Source: an optimization exercise on an open RTL-to-GDS flow (aim: small area and a short achievable clock period). Production flows keep margins and buffers that such runs may drop. The RTL was checked by simulation tests, not by an equivalence proof against the original design. Power and IR drop assume default switching activity.

==> module etapa_decodificacion, before the edit <==
module etapa_decodificacion #(
   parameter int DATA_W = 32,
   parameter int NREG   = 32,
   parameter int REG_AW = 5
) (
   input  logic              clk,
   input  logic              rst,
   input  logic [31:0]       instruccion,
   input  logic              in_valid,
   output logic              in_ready,
   input  logic              sel,
   input  logic              sel2,
   input  logic              flush,
   input  logic              we,
   input  logic [REG_AW-1:0] wr_addr,
   input  logic [DATA_W-1:0] wr_data,
   output logic [DATA_W-1:0] salida1,
   output logic [DATA_W-1:0] salida2,
   output logic [3:0]        salida3,
   output logic [REG_AW-1:0] dest,
   output logic              out_valid,
   input  logic              out_ready
);
   logic [REG_AW-1:0] rs, rt, rd;
   logic [15:0]       imm;
   logic [5:0]        funct;
   logic [DATA_W-1:0] imm_ext, nxt1, nxt2;
   logic [REG_AW-1:0] dst_sel;
   logic [3:0]        alu_f;
   logic              xfer_in;
   logic              load;
   logic              out_ready_n;
   assign rs    = REG_AW'(instruccion[25:21]);
   assign rt    = REG_AW'(instruccion[20:16]);
   assign rd    = REG_AW'(instruccion[15:11]);
   assign imm   = instruccion[15:0];
   assign funct = instruccion[5:0];
   assign imm_ext = {{(DATA_W-16){imm[15]}}, imm};
   assign dst_sel = sel ? rd : rt;
   always_comb begin
      alu_f = ALU_INV;
      case (funct)
         FUNCT_ADD: alu_f = ALU_ADD;
         FUNCT_SUB: alu_f = ALU_SUB;
         FUNCT_AND: alu_f = ALU_AND;
         FUNCT_OR:  alu_f = ALU_OR;
         FUNCT_NOR: alu_f = ALU_NOR;
         FUNCT_SLT: alu_f = ALU_SLT;
         default:   alu_f = ALU_INV;
      endcase
   end
   rf_inv   u_ordy_n (.a(out_ready), .y(out_ready_n));
   rf_nand2 u_in_rdy (.a(out_valid), .b(out_ready_n), .y(in_ready));
   assign load    = !out_valid || out_ready;
   assign xfer_in = in_valid && load;
   always_ff @(posedge clk) begin
      if (rst) begin
         out_valid <= 1'b0;
      end else if (flush) begin
         out_valid <= 1'b0;
      end else if (xfer_in) begin
         out_valid <= 1'b1;
      end else if (out_ready) begin
         out_valid <= 1'b0;
      end
   end
   banco_registros_p #(
      .DATA_W(DATA_W),
      .NREG  (NREG),
      .REG_AW(REG_AW)
   ) u_banco (
      .clk     (clk),
      .rst     (rst),
      .we      (we),
      .wr_addr (wr_addr),
      .wr_data (wr_data),
      .rd_addr1(rs),
      .rd_addr2(rt),
      .load    (load),
      .imm_sel (sel2),
      .imm     (imm_ext),
      .q1      (salida1),
      .q2      (salida2),
      .nxt1    (nxt1),
      .nxt2    (nxt2)
   );
   always_ff @(posedge clk) begin
      salida1 <= nxt1;
      salida2 <= nxt2;
   end
   always_ff @(posedge clk) begin
      if (load) begin
         salida3 <= alu_f;
         dest    <= dst_sel;
      end
   end
endmodule
export LEC_CHECK = 0
export ABC_CLOCK_PERIOD_IN_PS = 1000
export CAP_MARGIN = 20
export CORE_MARGIN = 2
export CORE_UTILIZATION = 55
export CTS_BUF_LIST = sky130_fd_sc_hd__clkbuf_8 sky130_fd_sc_hd__clkbuf_4
export SETUP_SLACK_MARGIN = 2.6
export SLEW_MARGIN = 20
export SYNTH_HIERARCHICAL = 1
create_clock -name core_clock -period 5.0 [get_ports {clk}]
standard.sh (not shown) runs the stock make flow with config.mk's settings and CLKGATE_MAP_FILE= SYNTH_SCRIPT=/design/flow/synth_recipe.tcl, a recipe that flattens the netlist after the stock synthesis.
==> flow/flow/run.sh <==
#!/bin/bash
# The standard layout (the standard.sh, standard synthesis unchanged), with
# two placement/resizing settings changed:
#  - input and output ports are buffered with buf_2 instead of the buffer
#    buffer_ports picks by itself (a delay cell on this platform);
#  - the resizer may change a cell to one of another footprint, so those port
#    buffers can be resized like any other buffer.
# make's full output goes to flow_make.log in this folder; ORFS keeps each
# tool's own log under orfs/logs/.
set -euo pipefail
bash standard.sh \
  MATCH_CELL_FOOTPRINT=0 \
  "BUFFER_PORTS_ARGS=-buffer_cell sky130_fd_sc_hd__buf_2" \
  finish > flow_make.log 2>&1
Rerun with:
--- a/flow/design.v
+++ b/flow/design.v
@@ -338,12 +338,20 @@
    );
    always_ff @(posedge clk) begin
       salida1 <= nxt1;
       salida2 <= nxt2;
    end
+   logic [3:0]        salida3_nx;
+   logic [REG_AW-1:0] dest_nx;
+   logic              hold;
+   assign hold = !load;
+   for (genvar b = 0; b < 4; b++) begin : g_s3
+      rf_a22o u_mx (.a1(alu_f[b]), .a2(load), .b1(salida3[b]), .b2(hold), .y(salida3_nx[b]));
+   end
+   for (genvar b = 0; b < REG_AW; b++) begin : g_dst
+      rf_a22o u_mx (.a1(dst_sel[b]), .a2(load), .b1(dest[b]), .b2(hold), .y(dest_nx[b]));
+   end
    always_ff @(posedge clk) begin
-      if (load) begin
-         salida3 <= alu_f;
-         dest    <= dst_sel;
-      end
+      salida3 <= salida3_nx;
+      dest    <= dest_nx;
    end
 endmodule
After rerunning:
- design area barely changes
- die area hardly moves
- count of clock-buffer cells in the layout increases by 2
- clock skew barely changes
- sequential power hardly moves
- non-clock buffer count went up by 21
- area after synthesis barely changes
- wire length fell by 2.6%
- synthesized cell count is about the same
- worst setup slack is worse by 77 ps

static timing again, ports no longer ideal:
How much do the figures lean on ideal ports? The routed layouts below were timed once more, with nothing changed but the port constraints. Step 1 (the two cells are an assumption about what drives the block):
set clk [get_ports {clk}]
set_driving_cell -lib_cell sky130_fd_sc_hd__clkbuf_16 $clk
set_driving_cell -lib_cell sky130_fd_sc_hd__buf_2 [delete_from_list [all_inputs] $clk]
Step 2 adds t to the input delays and takes it off the output delays; t is the mean of the earliest and latest rising clock arrival at the registers after step 1. Input paths then give back, and output paths get back, about the clock's delay inside the block. Slacks: no drivers / after step 1 / after step 2; pairs: no drivers / after step 1.
run | t (ns) | slack for setup (ns) | clock arrival spread, ns | slew at the worst register clock pin (ns)
the first run | 0.914 | 2.429 / 2.360 / 1.482 | 0.052 / 0.052 | 0.07 / 0.07
the second run | 0.930 | 2.352 / 2.316 / 1.386 | 0.052 / 0.051 | 0.07 / 0.07
After both steps setup and hold are still met in every run listed. For the second run, which loses most, drivers alone change the setup slack by -0.036 ns; drivers and shift together by -0.966 ns.
